Context: an optimization exercise on an open-source flow, tuned for small area, a short achievable clock period and few clock cycles per item. The choices shown serve that exercise and are no tape-out recipe. No activity file was given, so power comes from the tool's default toggle rates.

==> flow/design.v <==
`default_nettype none
package lkvc_pkg;
  localparam int MAX_ENTRIES_DEF = 16;
  localparam int KEY_W = 32;
  localparam int VAL_W = 32;
  localparam int CAP_W = 5;
  localparam logic [CAP_W-1:0] CAP_RESET = 5'd16;
  localparam logic OP_GET = 1'b0;
  localparam logic OP_PUT = 1'b1;
  localparam logic [VAL_W-1:0] MISS_VALUE = 32'hFFFF_FFFF;
  localparam logic [VAL_W-1:0] PUT_VALUE = 32'h0000_0000;
endpackage
`default_nettype wire
`default_nettype none
import lkvc_pkg::*;
module lru_key_value_cache #(
  parameter int MAX_ENTRIES = MAX_ENTRIES_DEF
) (
  input  wire                     clk,
  input  wire                     rst_n,
  input  wire                     start,
  output logic                    busy,
  input  wire                     in_opcode,
  input  wire  signed [KEY_W-1:0] in_key,
  input  wire  signed [VAL_W-1:0] in_value,
  output logic                    out_strobe,
  output logic                    out_hit,
  output logic signed [VAL_W-1:0] out_read_value,
  input  wire                     cfg_we,
  input  wire         [CAP_W-1:0] cfg_wdata
);
  localparam int N = MAX_ENTRIES;
  logic [CAP_W-1:0] cap_r;
  logic [N-1:0]     valid_r;      
  logic             full_r;
  logic             s1_vld_r;
  logic             s1_op_r;
  logic [KEY_W-1:0] s1_key_r;
  logic [VAL_W-1:0] s1_val_r;
  logic [N-1:0]     s1_eq_r;      
  logic             s1_same_r;    
  logic [N-1:0]     wr_prev_r;    
  logic             s2_vld_r;
  logic             s2_op_r;
  logic [KEY_W-1:0] s2_key_r;
  logic [VAL_W-1:0] s2_val_r;
  logic [N-1:0]     s2_match_r;   
  logic             s2_found_r;   
  logic [KEY_W-1:0] key_r [N];
  logic [VAL_W-1:0] val_r [N];
  logic             newer_r [N][N];
  logic             res_vld_r;
  logic             res_hit_r;
  logic [VAL_W-1:0] res_val_r;
  assign busy = 1'b0;
  logic [N-1:0]     cap_sel;
  logic [VAL_W-1:0] rd_val;
  always_comb begin
    for (int i = 0; i < N; i++) begin
      cap_sel[i] = (cap_r == CAP_W'(i + 1)) || (i == 0 && cap_r == '0) ||
                   (i == N - 1 && cap_r > CAP_W'(N));
    end
    rd_val = '0;
    for (int i = 0; i < N; i++) begin
      rd_val = rd_val | (val_r[i] & {VAL_W{s2_match_r[i]}});
    end
  end
  logic [N-1:0] valid, victim, free, miss_slot, slot, upd, wr;
  logic         s2_put, s2_wrote, s2_putmiss, do_ins;
  always_comb begin
    valid = valid_r;
    for (int i = 0; i < N; i++) begin
      logic v;
      v = valid_r[i];
      for (int j = 0; j < N; j++) begin
        if (j < i) begin
          v = v && newer_r[j][i];
        end else if (j > i) begin
          v = v && (!valid_r[j] || !newer_r[i][j]);
        end
      end
      victim[i] = v;
      free[i] = !valid_r[i] && ((i == 0) ? 1'b1 : valid_r[i-1]);
    end
    miss_slot = full_r ? victim : free;
    s2_put     = s2_op_r == OP_PUT;
    s2_wrote   = s2_vld_r && s2_put;
    s2_putmiss = s2_wrote && !s2_found_r;
    do_ins     = s2_putmiss && !full_r;
    slot = s2_found_r ? s2_match_r : miss_slot;
    upd  = slot & {N{s2_vld_r && (s2_found_r || s2_put)}};
    wr   = slot & {N{s2_wrote}};
  end
  logic [N-1:0] valid_nxt;
  logic         newer_nxt [N][N];
  logic         full_nxt;
  always_comb begin
    for (int i = 0; i < N; i++) begin
      for (int j = i + 1; j < N; j++) begin
        newer_nxt[i][j] = upd[i] || (newer_r[i][j] && !upd[j]);
      end
    end
    valid_nxt = do_ins ? {valid_r[N-2:0], 1'b1} : valid_r;
    full_nxt  = |(valid_nxt & cap_sel);
  end
  logic [N-1:0] s0_eq;
  logic         s0_same;
  always_comb begin
    for (int i = 0; i < N; i++) begin
      s0_eq[i] = key_r[i] == in_key;
    end
    s0_same = in_key == s2_key_r;
  end
  logic [N-1:0] s1_eq, s1_keep, s1_match, s1_match_fix;
  logic         s1_same, s1_found, s1_fwd;
  always_comb begin
    s1_eq = (s1_eq_r & ~wr_prev_r) | (wr_prev_r & {N{s1_same_r}});
    for (int i = 0; i < N; i++) begin
      s1_keep[i] = valid[i] && !(s2_putmiss && miss_slot[i]);
    end
    s1_match = s1_eq & s1_keep;
    s1_same  = (s1_key_r == s2_key_r);
    s1_fwd   = s2_wrote && s1_same;
    s1_found = s1_fwd || (|s1_match);
    s1_match_fix = s1_fwd ? slot : s1_match;
  end
  always_ff @(posedge clk) begin
    if (!rst_n) begin
      s1_vld_r  <= 1'b0;
      s2_vld_r  <= 1'b0;
      res_vld_r <= 1'b0;
      cap_r     <= CAP_RESET;
      valid_r   <= '0;
      full_r    <= 1'b0;
    end else begin
      s1_vld_r  <= start;
      s2_vld_r  <= s1_vld_r;
      res_vld_r <= s2_vld_r;
      if (cfg_we) begin
        cap_r <= cfg_wdata;
      end
      valid_r <= valid_nxt;
      full_r <= full_nxt;
    end
  end
  always_ff @(posedge clk) begin
    s1_op_r    <= in_opcode;
    s1_key_r   <= in_key;
    s1_val_r   <= in_value;
    s1_eq_r    <= s0_eq;
    s1_same_r  <= s0_same;
    wr_prev_r  <= wr;
    s2_op_r    <= s1_op_r;
    s2_key_r   <= s1_key_r;
    s2_val_r   <= s1_val_r;
    s2_match_r <= s1_match_fix;
    s2_found_r <= s1_found;
    for (int i = 0; i < N; i++) begin
      if (wr[i]) begin
        val_r[i] <= s2_val_r;
      end
      if (wr[i] && !s2_found_r) begin
        key_r[i] <= s2_key_r;
      end
      for (int j = i + 1; j < N; j++) begin
        newer_r[i][j] <= newer_nxt[i][j];
      end
    end
    res_hit_r <= s2_found_r;
    if (s2_put) begin
      res_val_r <= PUT_VALUE;
    end else if (s2_found_r) begin
      res_val_r <= rd_val;
    end else begin
      res_val_r <= MISS_VALUE;
    end
  end
  assign out_strobe     = res_vld_r;
  assign out_hit        = res_hit_r;
  assign out_read_value = res_val_r;
endmodule
`default_nettype wire
==> flow/config.mk <==
export PLATFORM = sky130hd
export DESIGN_NAME = lru_key_value_cache
export DESIGN_NICKNAME = lru_key_value_cache
export VERILOG_FILES = /design/flow/design.v
export SDC_FILE = /design/flow/constraint.sdc
export NUM_CORES = 4
export LEC_CHECK = 0
export CAP_MARGIN = 20
export CORE_MARGIN = 2
export CORE_UTILIZATION = 60
export CTS_CLUSTER_DIAMETER = 60
export CTS_CLUSTER_SIZE = 24
export PLACE_DENSITY = 0.72
export SETUP_SLACK_MARGIN = 4.0
export SLEW_MARGIN = 20
==> flow/constraint.sdc <==
create_clock -name core_clock -period 6.5 [get_ports {clk}]
set_input_delay 1.3000 -clock core_clock [delete_from_list [all_inputs] [get_ports {clk}]]
set_output_delay 1.3000 -clock core_clock [all_outputs]
set_load 0.01 [all_outputs]
standard.sh (not shown) runs the stock make flow with config.mk's settings and CLKGATE_MAP_FILE= SYNTH_SCRIPT=/design/flow/synth_recipe.tcl, a recipe that flattens the netlist after the stock synthesis.
==> flow/flow/run.sh <==
#!/bin/bash
# Standard layout, with clock tree synthesis told not to add dummy loads and
# the port buffers started from the smallest buffer.
set -euo pipefail
export CTS_ARGS="-sink_clustering_enable -repair_clock_nets -dont_use_dummy_load -sink_clustering_size 24 -sink_clustering_max_diameter 60"
export BUFFER_PORTS_ARGS="-buffer_cell sky130_fd_sc_hd__buf_1"
bash standard.sh > standard.log 2>&1
Change:
--- a/flow/design.v
+++ b/flow/design.v
@@ -62,49 +62,58 @@
     end
     rd_val = '0;
     for (int i = 0; i < N; i++) begin
       rd_val = rd_val | (val_r[i] & {VAL_W{s2_match_r[i]}});
     end
   end
-  logic [N-1:0] valid, victim, free, miss_slot, slot, upd, wr;
+  logic [N-1:0] victim_r;       
+  logic [N-1:0] valid, free, miss_slot, slot, upd, wr;
   logic         s2_put, s2_wrote, s2_putmiss, do_ins;
   always_comb begin
     valid = valid_r;
     for (int i = 0; i < N; i++) begin
-      logic v;
-      v = valid_r[i];
-      for (int j = 0; j < N; j++) begin
-        if (j < i) begin
-          v = v && newer_r[j][i];
-        end else if (j > i) begin
-          v = v && (!valid_r[j] || !newer_r[i][j]);
-        end
-      end
-      victim[i] = v;
       free[i] = !valid_r[i] && ((i == 0) ? 1'b1 : valid_r[i-1]);
     end
-    miss_slot = full_r ? victim : free;
+    miss_slot = full_r ? victim_r : free;
     s2_put     = s2_op_r == OP_PUT;
     s2_wrote   = s2_vld_r && s2_put;
     s2_putmiss = s2_wrote && !s2_found_r;
     do_ins     = s2_putmiss && !full_r;
     slot = s2_found_r ? s2_match_r : miss_slot;
     upd  = slot & {N{s2_vld_r && (s2_found_r || s2_put)}};
     wr   = slot & {N{s2_wrote}};
   end
-  logic [N-1:0] valid_nxt;
+  logic [N-1:0] valid_nxt, second, victim_nxt;
   logic         newer_nxt [N][N];
-  logic         full_nxt;
+  logic         full_nxt, victim_used;
   always_comb begin
     for (int i = 0; i < N; i++) begin
       for (int j = i + 1; j < N; j++) begin
         newer_nxt[i][j] = upd[i] || (newer_r[i][j] && !upd[j]);
       end
     end
     valid_nxt = do_ins ? {valid_r[N-2:0], 1'b1} : valid_r;
     full_nxt  = |(valid_nxt & cap_sel);
+    for (int i = 0; i < N; i++) begin
+      logic v;
+      v = valid_r[i] && !victim_r[i];
+      for (int j = 0; j < N; j++) begin
+        if (j < i) begin
+          v = v && (newer_r[j][i] || victim_r[j]);
+        end else if (j > i) begin
+          v = v && (!valid_r[j] || !newer_r[i][j] || victim_r[j]);
+        end
+      end
+      second[i] = v;
+    end
+    victim_used = |(upd & victim_r);
+    if (victim_used) begin
+      victim_nxt = second | (victim_r & {N{!valid_r[1]}});
+    end else begin
+      victim_nxt = victim_r | (upd & {N{!valid_r[0]}});
+    end
   end
   logic [N-1:0] s0_eq;
   logic         s0_same;
   always_comb begin
     for (int i = 0; i < N; i++) begin
       s0_eq[i] = key_r[i] == in_key;
@@ -129,21 +138,23 @@
       s1_vld_r  <= 1'b0;
       s2_vld_r  <= 1'b0;
       res_vld_r <= 1'b0;
       cap_r     <= CAP_RESET;
       valid_r   <= '0;
       full_r    <= 1'b0;
+      victim_r  <= '0;
     end else begin
       s1_vld_r  <= start;
       s2_vld_r  <= s1_vld_r;
       res_vld_r <= s2_vld_r;
       if (cfg_we) begin
         cap_r <= cfg_wdata;
       end
       valid_r <= valid_nxt;
       full_r <= full_nxt;
+      victim_r <= victim_nxt;
     end
   end
   always_ff @(posedge clk) begin
     s1_op_r    <= in_opcode;
     s1_key_r   <= in_key;
     s1_val_r   <= in_value;
@@ -154,16 +165,14 @@
     s2_key_r   <= s1_key_r;
     s2_val_r   <= s1_val_r;
     s2_match_r <= s1_match_fix;
     s2_found_r <= s1_found;
     for (int i = 0; i < N; i++) begin
       if (wr[i]) begin
+        key_r[i] <= s2_key_r;
         val_r[i] <= s2_val_r;
-      end
-      if (wr[i] && !s2_found_r) begin
-        key_r[i] <= s2_key_r;
       end
       for (int j = i + 1; j < N; j++) begin
         newer_r[i][j] <= newer_nxt[i][j];
       end
     end
     res_hit_r <= s2_found_r;
Result: Combinational power went down by a few percent. Sequential power went up slightly. Power went up by a few percent. Area after synthesis went up by a few percent. Via count went up by a few percent. Routed wire length went up by a few percent. Register-to-register slack degrades by 0.03 ns. Worst setup slack degrades by 0.013 ns. Sequential cell count went up by 16. Design area went up by a few percent. Non-clock buffer count went up by 7. Sequential share of layout area went down by 0.96 points. Clock skew went down by 0.0046 ns.
Function was not checked in any run of this note: the RTL went through the layout flow alone.


old:
lru_key_value_cache, a different RTL version from the one above (not shown whole).
Size in the first run: about 3300 cells after synthesis, ~1400 flip-flops, ~110 I/O pins.
==> module lru_key_value_cache, before the edit <==
module lru_key_value_cache #(
  parameter int MAX_ENTRIES = MAX_ENTRIES_DEF
) (
  input  wire                     clk,
  input  wire                     rst_n,
  input  wire                     start,
  output logic                    busy,
  input  wire                     in_opcode,
  input  wire  signed [KEY_W-1:0] in_key,
  input  wire  signed [VAL_W-1:0] in_value,
  output logic                    out_strobe,
  output logic                    out_hit,
  output logic signed [VAL_W-1:0] out_read_value,
  input  wire                     cfg_we,
  input  wire         [CAP_W-1:0] cfg_wdata
);
  localparam int N = MAX_ENTRIES;
  localparam int CNT_W = $clog2(N + 1);
  localparam int CMP_W = (CNT_W > CAP_W) ? CNT_W : CAP_W;
  logic [CAP_W-1:0] cap_r;
  logic [CNT_W-1:0] occ_r;
  logic             full_r;
  logic             s1_vld_r;
  logic             s1_op_r;
  logic [KEY_W-1:0] s1_key_r;
  logic [VAL_W-1:0] s1_val_r;
  logic             s2_vld_r;
  logic             s2_op_r;
  logic [KEY_W-1:0] s2_key_r;
  logic [VAL_W-1:0] s2_val_r;
  logic [N-1:0]     s2_match_r;   
  logic             s2_found_r;   
  logic [KEY_W-1:0] key_r [N];
  logic [VAL_W-1:0] val_r [N];
  logic             newer_r [N][N];
  logic             res_vld_r;
  logic             res_hit_r;
  logic [VAL_W-1:0] res_val_r;
  assign busy = 1'b0;
  logic [CNT_W-1:0] occ_nxt;
  logic [CMP_W-1:0] eff_cap;
  logic [VAL_W-1:0] rd_val;
  always_comb begin
    occ_nxt = occ_r + CNT_W'(do_ins);
    if (cap_r == '0) begin
      eff_cap = CMP_W'(1);
    end else if (CMP_W'(cap_r) > CMP_W'(N)) begin
      eff_cap = CMP_W'(N);
    end else begin
      eff_cap = CMP_W'(cap_r);
    end
    rd_val = '0;
    for (int i = 0; i < N; i++) begin
      rd_val = rd_val | (val_r[i] & {VAL_W{s2_match_r[i]}});
    end
  end
  logic [N-1:0] miss_slot_r;    
  logic [N-1:0] valid, slot, upd, wr;
  logic         s2_put, s2_wrote, s2_putmiss, do_ins;
  always_comb begin
    for (int i = 0; i < N; i++) begin
      valid[i] = occ_r > CNT_W'(i);
    end
    s2_put     = s2_op_r == OP_PUT;
    s2_wrote   = s2_vld_r && s2_put;
    s2_putmiss = s2_wrote && !s2_found_r;
    do_ins     = s2_putmiss && !full_r;
    slot = s2_found_r ? s2_match_r : miss_slot_r;
    upd  = slot & {N{s2_vld_r && (s2_found_r || s2_put)}};
    wr   = slot & {N{s2_wrote}};
  end
  logic [N-1:0] valid_nxt, victim_nxt, free_nxt;
  logic         newer_nxt [N][N];
  logic         full_nxt;
  always_comb begin
    for (int i = 0; i < N; i++) begin
      for (int j = i + 1; j < N; j++) begin
        newer_nxt[i][j] = upd[i] || (newer_r[i][j] && !upd[j]);
      end
    end
    for (int i = 0; i < N; i++) begin
      valid_nxt[i] = occ_nxt > CNT_W'(i);
      free_nxt[i]  = occ_nxt == CNT_W'(i);
    end
    for (int i = 0; i < N; i++) begin
      logic v;
      v = valid_nxt[i];
      for (int j = 0; j < N; j++) begin
        if (j < i) begin
          v = v && newer_nxt[j][i];
        end else if (j > i) begin
          v = v && (!valid_nxt[j] || !newer_nxt[i][j]);
        end
      end
      victim_nxt[i] = v;
    end
    full_nxt = CMP_W'(occ_nxt) >= eff_cap;
  end
  logic [N-1:0] s1_eq, s1_keep, s1_match, s1_match_fix;
  logic         s1_same, s1_found, s1_fwd;
  always_comb begin
    for (int i = 0; i < N; i++) begin
      s1_eq[i]   = key_r[i] == s1_key_r;
      s1_keep[i] = valid[i] && !(s2_putmiss && miss_slot_r[i]);
    end
    s1_match = s1_eq & s1_keep;
    s1_same  = (s1_key_r == s2_key_r);
    s1_fwd   = s2_wrote && s1_same;
    s1_found = s1_fwd || (|s1_match);
    s1_match_fix = s1_fwd ? slot : s1_match;
  end
  always_ff @(posedge clk) begin
    if (!rst_n) begin
      s1_vld_r  <= 1'b0;
      s2_vld_r  <= 1'b0;
      res_vld_r <= 1'b0;
      cap_r     <= CAP_RESET;
      occ_r     <= '0;
      full_r    <= 1'b0;
      miss_slot_r <= N'(1);
    end else begin
      s1_vld_r  <= start;
      s2_vld_r  <= s1_vld_r;
      res_vld_r <= s2_vld_r;
      if (cfg_we) begin
        cap_r <= cfg_wdata;
      end
      occ_r  <= occ_nxt;
      full_r <= full_nxt;
      miss_slot_r <= full_nxt ? victim_nxt : free_nxt;
    end
  end
  always_ff @(posedge clk) begin
    s1_op_r    <= in_opcode;
    s1_key_r   <= in_key;
    s1_val_r   <= in_value;
    s2_op_r    <= s1_op_r;
    s2_key_r   <= s1_key_r;
    s2_val_r   <= s1_val_r;
    s2_match_r <= s1_match_fix;
    s2_found_r <= s1_found;
    for (int i = 0; i < N; i++) begin
      if (wr[i]) begin
        val_r[i] <= s2_val_r;
      end
      if (wr[i] && !s2_found_r) begin
        key_r[i] <= s2_key_r;
      end
      for (int j = i + 1; j < N; j++) begin
        newer_r[i][j] <= newer_nxt[i][j];
      end
    end
    res_hit_r <= s2_found_r;
    if (s2_put) begin
      res_val_r <= PUT_VALUE;
    end else if (s2_found_r) begin
      res_val_r <= rd_val;
    end else begin
      res_val_r <= MISS_VALUE;
    end
  end
  assign out_strobe     = res_vld_r;
  assign out_hit        = res_hit_r;
  assign out_read_value = res_val_r;
endmodule
export LEC_CHECK = 0
export CAP_MARGIN = 20
export CORE_MARGIN = 2
export CORE_UTILIZATION = 60
export CTS_CLUSTER_DIAMETER = 60
export CTS_CLUSTER_SIZE = 24
export SETUP_SLACK_MARGIN = 4.0
export SLEW_MARGIN = 20
create_clock -name core_clock -period 6.5 [get_ports {clk}]
==> flow/flow/run.sh <==
#!/bin/bash
# Standard layout, with clock tree synthesis told not to add dummy loads.
set -euo pipefail
export CTS_ARGS="-sink_clustering_enable -repair_clock_nets -dont_use_dummy_load -sink_clustering_size 24 -sink_clustering_max_diameter 60"
bash standard.sh > standard.log 2>&1
## Diff of input files: new against old
-- flow/design.v --
<<< old, line 31
);
  localparam int N = MAX_ENTRIES;
  localparam int CNT_W = $clog2(N + 1);
  localparam int CMP_W = (CNT_W > CAP_W) ? CNT_W : CAP_W;
  logic [CAP_W-1:0] cap_r;
  logic [CNT_W-1:0] occ_r;
  logic             full_r;
  logic             s1_vld_r;
>>> new, line 31
);
  localparam int N = MAX_ENTRIES;
  logic [CAP_W-1:0] cap_r;
  logic [N-1:0]     valid_r;      
  logic             full_r;
  logic             s1_vld_r;
<<< old, line 53
  logic [VAL_W-1:0] res_val_r;
  assign busy = 1'b0;
  logic [CNT_W-1:0] occ_nxt;
  logic [CMP_W-1:0] eff_cap;
  logic [VAL_W-1:0] rd_val;
  always_comb begin
    occ_nxt = occ_r + CNT_W'(do_ins);
    if (cap_r == '0) begin
      eff_cap = CMP_W'(1);
    end else if (CMP_W'(cap_r) > CMP_W'(N)) begin
      eff_cap = CMP_W'(N);
    end else begin
      eff_cap = CMP_W'(cap_r);
    end
    rd_val = '0;
>>> new, line 51
  logic [VAL_W-1:0] res_val_r;
  assign busy = 1'b0;
  logic [N-1:0]     cap_sel;
  logic [VAL_W-1:0] rd_val;
  always_comb begin
    for (int i = 0; i < N; i++) begin
      cap_sel[i] = (cap_r == CAP_W'(i + 1)) || (i == 0 && cap_r == '0) ||
                   (i == N - 1 && cap_r > CAP_W'(N));
    end
    rd_val = '0;
<<< old, line 74
  logic         s2_put, s2_wrote, s2_putmiss, do_ins;
  always_comb begin
    for (int i = 0; i < N; i++) begin
      valid[i] = occ_r > CNT_W'(i);
    end
    s2_put     = s2_op_r == OP_PUT;
    s2_wrote   = s2_vld_r && s2_put;
>>> new, line 67
  logic         s2_put, s2_wrote, s2_putmiss, do_ins;
  always_comb begin
    valid = valid_r;
    s2_put     = s2_op_r == OP_PUT;
    s2_wrote   = s2_vld_r && s2_put;
<<< old, line 94
      end
    end
    for (int i = 0; i < N; i++) begin
      valid_nxt[i] = occ_nxt > CNT_W'(i);
      free_nxt[i]  = occ_nxt == CNT_W'(i);
    end
    for (int i = 0; i < N; i++) begin
>>> new, line 85
      end
    end
    valid_nxt = do_ins ? {valid_r[N-2:0], 1'b1} : valid_r;
    for (int i = 0; i < N; i++) begin
      free_nxt[i] = !valid_nxt[i] && ((i == 0) ? 1'b1 : valid_nxt[i-1]);
    end
    for (int i = 0; i < N; i++) begin
<<< old, line 110
      victim_nxt[i] = v;
    end
    full_nxt = CMP_W'(occ_nxt) >= eff_cap;
  end
  logic [N-1:0] s1_eq, s1_keep, s1_match, s1_match_fix;
>>> new, line 101
      victim_nxt[i] = v;
    end
    full_nxt = |(valid_nxt & cap_sel);
  end
  logic [N-1:0] s1_eq, s1_keep, s1_match, s1_match_fix;
<<< old, line 131
      res_vld_r <= 1'b0;
      cap_r     <= CAP_RESET;
      occ_r     <= '0;
      full_r    <= 1'b0;
      miss_slot_r <= N'(1);
>>> new, line 122
      res_vld_r <= 1'b0;
      cap_r     <= CAP_RESET;
      valid_r   <= '0;
      full_r    <= 1'b0;
      miss_slot_r <= N'(1);
<<< old, line 141
        cap_r <= cfg_wdata;
      end
      occ_r  <= occ_nxt;
      full_r <= full_nxt;
      miss_slot_r <= full_nxt ? victim_nxt : free_nxt;
>>> new, line 132
        cap_r <= cfg_wdata;
      end
      valid_r <= valid_nxt;
      full_r <= full_nxt;
      miss_slot_r <= full_nxt ? victim_nxt : free_nxt;
Findings:
- Synthesized area across new and old: no real change.
- Diff old -> new | final cell count without fillers | down by a few percent
- new vs old: number of non-clock inverters in the layout up by more than 10%
- | via count | new vs old | ≈ equal |
- In new, utilization after layout is higher than in old.
- Going from old to new, total wire length after detailed routing shrank slightly.
- Any difference in endpoint required time on the critical path between new and old is small enough to ignore.
No functional check of the RTL was part of any run of this note.

## what the ideal ports hide
The flow's constraints put no driver on any port. The routed layouts listed below were extracted and timed again, unchanged, in two steps.
Step 1 (the two cells are an assumption about what drives the block):
set clk [get_ports {clk}]
set_driving_cell -lib_cell sky130_fd_sc_hd__clkbuf_16 $clk
set_driving_cell -lib_cell sky130_fd_sc_hd__buf_2 [delete_from_list [all_inputs] $clk]
Step 2 moves the port delays by t, midway between the first and last clock arrival at a register: inputs arrive t later, outputs are due t later. That takes back most of the time a late clock gives input paths.
a / b / c = no drivers / after step 1 / after step 2; a / b = the first two.
| run | shift t [ns] | setup slack, ns | worst setup path at the end |
|---|---|---|---|
| the first run of note 1 | 0.711 | 3.935 / 3.963 / 3.267 | input to register |
| the second run of note 1 | 0.744 | 3.922 / 3.939 / 3.225 | input to register |
| old | 0.723 | 3.429 / 3.429 / 3.064 | input to register |
| new | 0.718 | 3.773 / 3.773 / 3.263 | input to register |
After both steps setup and hold are still met in every run listed. The setup slack of the second run of note 1, which loses most, moves by +0.017 ns with the drivers and by -0.697 ns with both steps.
